Background: an optimization exercise with open tools, aiming at small area and few clock cycles per item. Do not read the settings as production practice. The RTL was checked by simulation tests, not by an equivalence proof against the original design. No activity file was given, so power comes from the tool's default toggle rates.

==> module spq_cell, before the edit <==
module spq_cell #(
    parameter int RANK_W   = 4,
    parameter bit WRITABLE = 1'b0,
    parameter bit INVERTED = 1'b0    
) (
    input  wire logic                               clk,
    input  wire logic                               rst_n,
    input  wire logic                               enq,         
    input  wire logic                               deq,         
    input  wire logic signed [spq_pkg::PRIO_W-1:0]  new_prio,
    input  wire logic        [spq_pkg::DATA_W-1:0]  new_value,
    input  wire logic        [RANK_W-1:0]           ins_rank,    
    input  wire logic                               wr,          
    input  wire logic signed [spq_pkg::PRIO_W-1:0]  in_prio,
    input  wire logic        [spq_pkg::DATA_W-1:0]  in_value,
    input  wire logic                               in_live,
    input  wire logic                               in_keep,
    input  wire logic        [RANK_W-1:0]           in_rank,
    output logic signed [spq_pkg::PRIO_W-1:0]       out_prio,
    output logic        [spq_pkg::DATA_W-1:0]       out_value,
    output logic                                    out_live,
    output logic                                    out_keep,    
    output logic        [RANK_W-1:0]                out_rank,
    output logic                                    live,
    output logic                                    ahead,       
    output logic                                    freed,       
    output logic        [spq_pkg::DATA_W-1:0]       value
);
    logic signed [spq_pkg::PRIO_W-1:0]  prio_reg;
    logic        [spq_pkg::DATA_W-1:0]  value_reg;
    logic        [RANK_W-1:0]           rank_reg;
    logic                               live_reg;
    logic                               fresh_reg;   
    logic        [RANK_W-1:0]           rank;
    logic                               ge;
    logic                               take;
    logic signed [spq_pkg::PRIO_W-1:0]  prio;        
    logic        [spq_pkg::DATA_W-1:0]  payload;
    assign prio    = prio_reg ^ {spq_pkg::PRIO_W{INVERTED}};
    assign payload = value_reg ^ {spq_pkg::DATA_W{INVERTED}};
    assign rank  = fresh_reg ? ins_rank : rank_reg;
    assign live  = live_reg;
    assign ahead = live_reg && ge;
    assign value = payload;
    assign freed = !live_reg && (&rank_reg);
    always_comb
    begin
        logic [spq_pkg::PRIO_W-1:0] a, nb;
        a  = {~prio[spq_pkg::PRIO_W-1], prio[spq_pkg::PRIO_W-2:0]};
        nb = ~{~new_prio[spq_pkg::PRIO_W-1], new_prio[spq_pkg::PRIO_W-2:0]};
        ge = 1'b1;
        for (int k = 0; k < spq_pkg::PRIO_W; k++)
            ge = (a[k] & nb[k]) | (ge & (a[k] | nb[k]));
    end
    assign out_prio  = prio;
    assign out_value = payload;
    assign out_live  = live_reg && !(deq && rank == '0);
    always_comb
    begin
        logic             step;
        logic [RANK_W:0]  t;
        step = (enq && !ge) || deq;
        t[0] = step;
        for (int k = 0; k < RANK_W; k++)
            t[k + 1] = t[k] && (rank[k] ^ deq);
        if (!live_reg)
            out_rank = deq ? '0 : rank_reg;
        else
            out_rank = rank ^ t[RANK_W-1:0];
    end
    assign take = WRITABLE && wr;
    assign out_keep = live_reg || (&rank_reg);
    always_ff @(posedge clk or negedge rst_n)
    begin
        if (!rst_n)
            live_reg <= 1'b0;
        else
            live_reg <= take || in_live;
    end
    always_ff @(posedge clk)
    begin
        fresh_reg <= take;
        rank_reg  <= in_rank;
        if (WRITABLE)
        begin
            prio_reg  <= ((new_prio & {spq_pkg::PRIO_W{take}}) | (in_prio & {spq_pkg::PRIO_W{in_keep && !take}}))
                         ^ {spq_pkg::PRIO_W{INVERTED}};
            value_reg <= ((new_value & {spq_pkg::DATA_W{take}}) | (in_value & {spq_pkg::DATA_W{in_keep && !take}}))
                         ^ {spq_pkg::DATA_W{INVERTED}};
        end
        else
        begin
            prio_reg  <= in_prio ^ {spq_pkg::PRIO_W{INVERTED}};
            value_reg <= in_value ^ {spq_pkg::DATA_W{INVERTED}};
        end
    end
endmodule
==> module spq_chain, before the edit <==
module spq_chain #(
    parameter int CAPACITY = spq_pkg::DEFAULT_CAPACITY
) (
    input  wire logic                               clk,
    input  wire logic                               rst_n,
    input  wire logic                               enq,
    input  wire logic                               deq,
    input  wire logic signed [spq_pkg::PRIO_W-1:0]  new_prio,
    input  wire logic        [spq_pkg::DATA_W-1:0]  new_value,
    output logic                                    can_write,   
    output logic             [spq_pkg::DATA_W-1:0]  freed_value
);
    localparam int RANK_W = $clog2(CAPACITY);
    logic [CAPACITY-1:0]                live;
    logic [CAPACITY-1:0]                ahead;
    logic [CAPACITY-1:0]                freed;
    logic [CAPACITY-1:0]                wr;
    logic [spq_pkg::DATA_W-1:0]         value [CAPACITY];
    logic [RANK_W-1:0]                  ins_rank;
    logic signed [spq_pkg::PRIO_W-1:0]  out_prio  [CAPACITY];
    logic        [spq_pkg::DATA_W-1:0]  out_value [CAPACITY];
    logic        [CAPACITY-1:0]         out_live;
    logic        [CAPACITY-1:0]         out_keep;
    logic        [RANK_W-1:0]           out_rank  [CAPACITY];
    always_comb
    begin
        logic taken;
        taken = 1'b0;
        wr    = '0;
        for (int k = 1; k < CAPACITY; k += 2)
        begin
            wr[(k + 1) % CAPACITY] = enq && !live[k] && !taken;
            taken = taken || !live[k];
        end
        can_write = taken;
    end
    logic [CAPACITY-1:0]                ahead_reg;
    always_ff @(posedge clk)
    begin
        ahead_reg <= ahead;
    end
    always_comb
    begin
        ins_rank = '0;
        for (int k = 0; k < CAPACITY; k++)
            ins_rank = ins_rank + RANK_W'(ahead_reg[k]);
    end
    genvar i;
    generate
        for (i = 0; i < CAPACITY; i++)
        begin : g_cell
            localparam int P = (i + CAPACITY - 1) % CAPACITY;
            spq_cell #(
                .RANK_W   (RANK_W),
                .WRITABLE ((i % 2) == 0),
                .INVERTED (((i / 2) % 2) == 1)
            ) u_cell (
                .clk       (clk),
                .rst_n     (rst_n),
                .enq       (enq),
                .deq       (deq),
                .new_prio  (new_prio),
                .new_value (new_value),
                .ins_rank  (ins_rank),
                .wr        (wr[i]),
                .in_prio   (out_prio[P]),
                .in_value  (out_value[P]),
                .in_live   (out_live[P]),
                .in_keep   (out_keep[P]),
                .in_rank   (out_rank[P]),
                .out_prio  (out_prio[i]),
                .out_value (out_value[i]),
                .out_live  (out_live[i]),
                .out_keep  (out_keep[i]),
                .out_rank  (out_rank[i]),
                .live      (live[i]),
                .ahead     (ahead[i]),
                .freed     (freed[i]),
                .value     (value[i])
            );
        end
    endgenerate
    always_comb
    begin
        freed_value = '0;
        for (int k = 0; k < CAPACITY; k++)
            freed_value = freed_value | (value[k] & {spq_pkg::DATA_W{freed[k]}});
    end
endmodule
export LEC_CHECK = 0
export CAP_MARGIN = 20
export CORE_MARGIN = 2
export CORE_UTILIZATION = 65
export CTS_CLUSTER_DIAMETER = 90
export CTS_CLUSTER_SIZE = 25
export PLACE_DENSITY = 0.75
export SLEW_MARGIN = 20
create_clock -name core_clock -period 5.0 [get_ports {clk}]
standard.sh (not shown) runs the stock make flow with config.mk's settings and CLKGATE_MAP_FILE= SYNTH_SCRIPT=/design/flow/synth_recipe.tcl, a recipe that flattens the netlist after the stock synthesis.
==> flow/flow/run.sh <==
#!/bin/bash
# The standard layout (the standard.sh, unchanged synthesis and steps), except that
# the port buffers placed before global placement are the smallest buffer cell.
set -euo pipefail
export BUFFER_PORTS_ARGS="-buffer_cell sky130_fd_sc_hd__buf_1"
bash standard.sh finish > make_finish.log 2>&1
Testbench counts at the start, summed over its fixed seeds: cycles 24,810, items 24,000.
Then changed:
--- a/flow/design.v
+++ b/flow/design.v
@@ -51,10 +51,8 @@
     input  wire logic        [spq_pkg::DATA_W-1:0]  in_value,
     input  wire logic                               in_live,
-    input  wire logic                               in_keep,
     input  wire logic        [RANK_W-1:0]           in_rank,
     output logic signed [spq_pkg::PRIO_W-1:0]       out_prio,
     output logic        [spq_pkg::DATA_W-1:0]       out_value,
     output logic                                    out_live,
-    output logic                                    out_keep,    
     output logic        [RANK_W-1:0]                out_rank,
     output logic                                    live,
@@ -106,5 +104,4 @@
     end
     assign take = WRITABLE && wr;
-    assign out_keep = live_reg || (&rank_reg);
     always_ff @(posedge clk or negedge rst_n)
     begin
@@ -118,16 +115,6 @@
         fresh_reg <= take;
         rank_reg  <= in_rank;
-        if (WRITABLE)
-        begin
-            prio_reg  <= ((new_prio & {spq_pkg::PRIO_W{take}}) | (in_prio & {spq_pkg::PRIO_W{in_keep && !take}}))
-                         ^ {spq_pkg::PRIO_W{INVERTED}};
-            value_reg <= ((new_value & {spq_pkg::DATA_W{take}}) | (in_value & {spq_pkg::DATA_W{in_keep && !take}}))
-                         ^ {spq_pkg::DATA_W{INVERTED}};
-        end
-        else
-        begin
-            prio_reg  <= in_prio ^ {spq_pkg::PRIO_W{INVERTED}};
-            value_reg <= in_value ^ {spq_pkg::DATA_W{INVERTED}};
-        end
+        prio_reg  <= (take ? new_prio : in_prio) ^ {spq_pkg::PRIO_W{INVERTED}};
+        value_reg <= (take ? new_value : in_value) ^ {spq_pkg::DATA_W{INVERTED}};
     end
 endmodule
@@ -157,5 +144,4 @@
     logic        [spq_pkg::DATA_W-1:0]  out_value [CAPACITY];
     logic        [CAPACITY-1:0]         out_live;
-    logic        [CAPACITY-1:0]         out_keep;
     logic        [RANK_W-1:0]           out_rank  [CAPACITY];
     always_comb
@@ -203,10 +189,8 @@
                 .in_value  (out_value[P]),
                 .in_live   (out_live[P]),
-                .in_keep   (out_keep[P]),
                 .in_rank   (out_rank[P]),
                 .out_prio  (out_prio[i]),
                 .out_value (out_value[i]),
                 .out_live  (out_live[i]),
-                .out_keep  (out_keep[i]),
                 .out_rank  (out_rank[i]),
                 .live      (live[i]),
Worst setup slack loses 0.064 ns.
Clock skew is lower by 0.0070 ns.
Non-clock buffer count is higher by 3.
Power is higher by 36%.
Combinational power is higher by 52%.
Die area is higher by 0.89%.
Utilization is higher by 0.51 points.
Final area is higher by 1.1%.
First-iteration DRC count is lower by 17%.
Testbench counts after the change, summed over its fixed seeds: cycles 24,810, items 24,000.

---

== before ==
Another version of the RTL of stable_priority_queue (not shown whole).
Size: roughly 4500 cells after synthesis, about 1100 flip-flops.
==> module spq_cell, before the edit <==
module spq_cell #(
    parameter int RANK_W   = 4,
    parameter bit WRITABLE = 1'b0
) (
    input  wire logic                               clk,
    input  wire logic                               rst_n,
    input  wire logic                               enq,         
    input  wire logic                               deq,         
    input  wire logic signed [spq_pkg::PRIO_W-1:0]  new_prio,
    input  wire logic        [spq_pkg::DATA_W-1:0]  new_value,
    input  wire logic        [RANK_W-1:0]           ins_rank,    
    input  wire logic                               wr,          
    input  wire logic signed [spq_pkg::PRIO_W-1:0]  in_prio,
    input  wire logic        [spq_pkg::DATA_W-1:0]  in_value,
    input  wire logic                               in_live,
    input  wire logic        [RANK_W-1:0]           in_rank,
    output logic signed [spq_pkg::PRIO_W-1:0]       out_prio,
    output logic        [spq_pkg::DATA_W-1:0]       out_value,
    output logic                                    out_live,
    output logic        [RANK_W-1:0]                out_rank,
    output logic                                    live,
    output logic                                    ahead,       
    output logic                                    freed,       
    output logic        [spq_pkg::DATA_W-1:0]       value
);
    logic signed [spq_pkg::PRIO_W-1:0]  prio_reg;
    logic        [spq_pkg::DATA_W-1:0]  value_reg;
    logic        [RANK_W-1:0]           rank_reg;
    logic                               live_reg;
    logic                               fresh_reg;   
    logic        [RANK_W-1:0]           rank;
    logic                               ge;
    logic                               take;
    assign rank  = fresh_reg ? ins_rank : rank_reg;
    assign live  = live_reg;
    assign ahead = live_reg && ge;
    assign value = value_reg;
    assign freed = !live_reg && (&rank_reg);
    always_comb
    begin
        logic [spq_pkg::PRIO_W-1:0] a, nb;
        a  = {~prio_reg[spq_pkg::PRIO_W-1], prio_reg[spq_pkg::PRIO_W-2:0]};
        nb = ~{~new_prio[spq_pkg::PRIO_W-1], new_prio[spq_pkg::PRIO_W-2:0]};
        ge = 1'b1;
        for (int k = 0; k < spq_pkg::PRIO_W; k++)
            ge = (a[k] & nb[k]) | (ge & (a[k] | nb[k]));
    end
    assign out_prio  = prio_reg;
    assign out_value = value_reg;
    assign out_live  = live_reg && !(deq && rank == '0);
    always_comb
    begin
        if (!live_reg)
            out_rank = deq ? '0 : rank_reg;
        else if (enq && !ge)
            out_rank = rank + 1'b1;
        else if (deq)
            out_rank = rank - 1'b1;
        else
            out_rank = rank;
    end
    assign take = WRITABLE && wr;
    always_ff @(posedge clk or negedge rst_n)
    begin
        if (!rst_n)
            live_reg <= 1'b0;
        else
            live_reg <= take || in_live;
    end
    always_ff @(posedge clk)
    begin
        fresh_reg <= take;
        rank_reg  <= in_rank;
        prio_reg  <= take ? new_prio : in_prio;
        value_reg <= take ? new_value : in_value;
    end
endmodule
==> module spq_chain, before the edit <==
module spq_chain #(
    parameter int CAPACITY = spq_pkg::DEFAULT_CAPACITY
) (
    input  wire logic                               clk,
    input  wire logic                               rst_n,
    input  wire logic                               enq,
    input  wire logic                               deq,
    input  wire logic signed [spq_pkg::PRIO_W-1:0]  new_prio,
    input  wire logic        [spq_pkg::DATA_W-1:0]  new_value,
    output logic                                    can_write,   
    output logic             [spq_pkg::DATA_W-1:0]  freed_value
);
    localparam int RANK_W = $clog2(CAPACITY);
    logic [CAPACITY-1:0]                live;
    logic [CAPACITY-1:0]                ahead;
    logic [CAPACITY-1:0]                freed;
    logic [CAPACITY-1:0]                wr;
    logic [spq_pkg::DATA_W-1:0]         value [CAPACITY];
    logic [RANK_W-1:0]                  ins_rank;
    logic signed [spq_pkg::PRIO_W-1:0]  out_prio  [CAPACITY];
    logic        [spq_pkg::DATA_W-1:0]  out_value [CAPACITY];
    logic        [CAPACITY-1:0]         out_live;
    logic        [RANK_W-1:0]           out_rank  [CAPACITY];
    always_comb
    begin
        logic taken;
        taken = 1'b0;
        wr    = '0;
        for (int k = 1; k < CAPACITY; k += 2)
        begin
            wr[(k + 1) % CAPACITY] = enq && !live[k] && !taken;
            taken = taken || !live[k];
        end
        can_write = taken;
    end
    logic [CAPACITY-1:0]                ahead_reg;
    always_ff @(posedge clk)
    begin
        ahead_reg <= ahead;
    end
    always_comb
    begin
        ins_rank = '0;
        for (int k = 0; k < CAPACITY; k++)
            ins_rank = ins_rank + RANK_W'(ahead_reg[k]);
    end
    genvar i;
    generate
        for (i = 0; i < CAPACITY; i++)
        begin : g_cell
            localparam int P = (i + CAPACITY - 1) % CAPACITY;
            spq_cell #(
                .RANK_W   (RANK_W),
                .WRITABLE ((i % 2) == 0)
            ) u_cell (
                .clk       (clk),
                .rst_n     (rst_n),
                .enq       (enq),
                .deq       (deq),
                .new_prio  (new_prio),
                .new_value (new_value),
                .ins_rank  (ins_rank),
                .wr        (wr[i]),
                .in_prio   (out_prio[P]),
                .in_value  (out_value[P]),
                .in_live   (out_live[P]),
                .in_rank   (out_rank[P]),
                .out_prio  (out_prio[i]),
                .out_value (out_value[i]),
                .out_live  (out_live[i]),
                .out_rank  (out_rank[i]),
                .live      (live[i]),
                .ahead     (ahead[i]),
                .freed     (freed[i]),
                .value     (value[i])
            );
        end
    endgenerate
    always_comb
    begin
        freed_value = '0;
        for (int k = 0; k < CAPACITY; k++)
            freed_value = freed_value | (value[k] & {spq_pkg::DATA_W{freed[k]}});
    end
endmodule
make LEC_CHECK=0 CAP_MARGIN=20 CORE_MARGIN=2 CORE_UTILIZATION=65 CTS_CLUSTER_DIAMETER=80 CTS_CLUSTER_SIZE=20 PLACE_DENSITY=0.75 SLEW_MARGIN=20 finish   # period 5.0 ns
run.sh (not shown) runs the stock make flow with config.mk's settings and CLKGATE_MAP_FILE= SYNTH_SCRIPT=/design/flow/synth_recipe.tcl, a recipe that flattens the netlist after the stock synthesis.
Stock flow here: none of the scripts above is used.
Testbench counts of before, summed over its fixed seeds: cycles 24,810, items 24,000.
The inputs of after differ from those of before as listed below.
==> flow/design.v, changed modules only <==
module spq_cell #(
    parameter int RANK_W   = 4,
    parameter bit WRITABLE = 1'b0,
    parameter bit INVERTED = 1'b0    
) (
    input  wire logic                               clk,
    input  wire logic                               rst_n,
    input  wire logic                               enq,         
    input  wire logic                               deq,         
    input  wire logic signed [spq_pkg::PRIO_W-1:0]  new_prio,
    input  wire logic        [spq_pkg::DATA_W-1:0]  new_value,
    input  wire logic        [RANK_W-1:0]           ins_rank,    
    input  wire logic                               wr,          
    input  wire logic signed [spq_pkg::PRIO_W-1:0]  in_prio,
    input  wire logic        [spq_pkg::DATA_W-1:0]  in_value,
    input  wire logic                               in_live,
    input  wire logic        [RANK_W-1:0]           in_rank,
    output logic signed [spq_pkg::PRIO_W-1:0]       out_prio,
    output logic        [spq_pkg::DATA_W-1:0]       out_value,
    output logic                                    out_live,
    output logic        [RANK_W-1:0]                out_rank,
    output logic                                    live,
    output logic                                    ahead,       
    output logic                                    freed,       
    output logic        [spq_pkg::DATA_W-1:0]       value
);
    logic signed [spq_pkg::PRIO_W-1:0]  prio_reg;
    logic        [spq_pkg::DATA_W-1:0]  value_reg;
    logic        [RANK_W-1:0]           rank_reg;
    logic                               live_reg;
    logic                               fresh_reg;   
    logic        [RANK_W-1:0]           rank;
    logic                               ge;
    logic                               take;
    logic signed [spq_pkg::PRIO_W-1:0]  prio;        
    logic        [spq_pkg::DATA_W-1:0]  payload;
    assign prio    = prio_reg ^ {spq_pkg::PRIO_W{INVERTED}};
    assign payload = value_reg ^ {spq_pkg::DATA_W{INVERTED}};
    assign rank  = fresh_reg ? ins_rank : rank_reg;
    assign live  = live_reg;
    assign ahead = live_reg && ge;
    assign value = payload;
    assign freed = !live_reg && (&rank_reg);
    always_comb
    begin
        logic [spq_pkg::PRIO_W-1:0] a, nb;
        a  = {~prio[spq_pkg::PRIO_W-1], prio[spq_pkg::PRIO_W-2:0]};
        nb = ~{~new_prio[spq_pkg::PRIO_W-1], new_prio[spq_pkg::PRIO_W-2:0]};
        ge = 1'b1;
        for (int k = 0; k < spq_pkg::PRIO_W; k++)
            ge = (a[k] & nb[k]) | (ge & (a[k] | nb[k]));
    end
    assign out_prio  = prio;
    assign out_value = payload;
    assign out_live  = live_reg && !(deq && rank == '0);
    always_comb
    begin
        logic             step;
        logic [RANK_W:0]  t;
        step = (enq && !ge) || deq;
        t[0] = step;
        for (int k = 0; k < RANK_W; k++)
            t[k + 1] = t[k] && (rank[k] ^ deq);
        if (!live_reg)
            out_rank = deq ? '0 : rank_reg;
        else
            out_rank = rank ^ t[RANK_W-1:0];
    end
    assign take = WRITABLE && wr;
    always_ff @(posedge clk or negedge rst_n)
    begin
        if (!rst_n)
            live_reg <= 1'b0;
        else
            live_reg <= take || in_live;
    end
    always_ff @(posedge clk)
    begin
        fresh_reg <= take;
        rank_reg  <= in_rank;
        prio_reg  <= (take ? new_prio : in_prio) ^ {spq_pkg::PRIO_W{INVERTED}};
        value_reg <= (take ? new_value : in_value) ^ {spq_pkg::DATA_W{INVERTED}};
    end
endmodule
module spq_chain #(
    parameter int CAPACITY = spq_pkg::DEFAULT_CAPACITY
) (
    input  wire logic                               clk,
    input  wire logic                               rst_n,
    input  wire logic                               enq,
    input  wire logic                               deq,
    input  wire logic signed [spq_pkg::PRIO_W-1:0]  new_prio,
    input  wire logic        [spq_pkg::DATA_W-1:0]  new_value,
    output logic                                    can_write,   
    output logic             [spq_pkg::DATA_W-1:0]  freed_value
);
    localparam int RANK_W = $clog2(CAPACITY);
    logic [CAPACITY-1:0]                live;
    logic [CAPACITY-1:0]                ahead;
    logic [CAPACITY-1:0]                freed;
    logic [CAPACITY-1:0]                wr;
    logic [spq_pkg::DATA_W-1:0]         value [CAPACITY];
    logic [RANK_W-1:0]                  ins_rank;
    logic signed [spq_pkg::PRIO_W-1:0]  out_prio  [CAPACITY];
    logic        [spq_pkg::DATA_W-1:0]  out_value [CAPACITY];
    logic        [CAPACITY-1:0]         out_live;
    logic        [RANK_W-1:0]           out_rank  [CAPACITY];
    always_comb
    begin
        logic taken;
        taken = 1'b0;
        wr    = '0;
        for (int k = 1; k < CAPACITY; k += 2)
        begin
            wr[(k + 1) % CAPACITY] = enq && !live[k] && !taken;
            taken = taken || !live[k];
        end
        can_write = taken;
    end
    logic [CAPACITY-1:0]                ahead_reg;
    always_ff @(posedge clk)
    begin
        ahead_reg <= ahead;
    end
    always_comb
    begin
        ins_rank = '0;
        for (int k = 0; k < CAPACITY; k++)
            ins_rank = ins_rank + RANK_W'(ahead_reg[k]);
    end
    genvar i;
    generate
        for (i = 0; i < CAPACITY; i++)
        begin : g_cell
            localparam int P = (i + CAPACITY - 1) % CAPACITY;
            spq_cell #(
                .RANK_W   (RANK_W),
                .WRITABLE ((i % 2) == 0),
                .INVERTED (((i / 2) % 2) == 1)
            ) u_cell (
                .clk       (clk),
                .rst_n     (rst_n),
                .enq       (enq),
                .deq       (deq),
                .new_prio  (new_prio),
                .new_value (new_value),
                .ins_rank  (ins_rank),
                .wr        (wr[i]),
                .in_prio   (out_prio[P]),
                .in_value  (out_value[P]),
                .in_live   (out_live[P]),
                .in_rank   (out_rank[P]),
                .out_prio  (out_prio[i]),
                .out_value (out_value[i]),
                .out_live  (out_live[i]),
                .out_rank  (out_rank[i]),
                .live      (live[i]),
                .ahead     (ahead[i]),
                .freed     (freed[i]),
                .value     (value[i])
            );
        end
    endgenerate
    always_comb
    begin
        freed_value = '0;
        for (int k = 0; k < CAPACITY; k++)
            freed_value = freed_value | (value[k] & {spq_pkg::DATA_W{freed[k]}});
    end
endmodule
From before to after the numbers moved as follows: global-route congestion overflow total closely matched the old numbers; count of clock-buffer cells in the layout decreased by 1.4% relative to the old numbers; floorplan die width decreased by 5.2 µm relative to the old numbers.
Going from before to after, overall power grew by a little under 10%.
For the number of cells upsized or downsized after cts, after came in 1 higher than before did.
Of after and before, after shows the higher sequential share of layout area, with before below it.
On final standard cell area without fillers: after sits below before.
Diff before -> after | synthesized netlist cell count | up slightly
[compare] base=before new=after: overall global routing resource usage lost 0.23 points, count of plain and timing-repair buffers in the layout shrank by 38, routed wire length went down about 3.6%, ratio of final minimum period to clock period did not really move.
Testbench counts of after, summed over its fixed seeds: cycles 24,810, items 24,000.

[what the ideal ports hide]
Ports are ideal in the flow. The routed layouts listed here were re-timed in OpenROAD. Step 1 sets driving cells, clkbuf_16 on the clock port and buf_2 on the other inputs (assumed; they add their load-dependent delay and slew). Step 2 adds t to the input delays and takes it off the output delays; t is the mean of the earliest and latest rising clock arrival at the registers after step 1. Input paths then give back, and output paths get back, about the clock's delay inside the block. Slacks: no drivers / after step 1 / after step 2; pairs: no drivers / after step 1.
run | t (ns) | slack for setup (ns) | worst setup path at the end | slew at the worst register clock pin (ns)
the first run of note 1 | 0.738 | 0.206 / 0.206 / 0.122 | input to register | 0.11 / 0.11
the second run of note 1 | 0.729 | 0.142 / 0.142 / 0.142 | register to register | 0.11 / 0.11
before | 0.716 | 0.118 / 0.118 / -0.196 | input to register | 0.09 / 0.09
after | 0.716 | 0.113 / 0.069 / 0.025 | input to register | 0.09 / 0.09
Met with ideal ports but missed after step 2: setup timing in before. For before, which loses most, drivers alone change the setup slack by 0.000 ns; drivers and shift together by -0.314 ns.
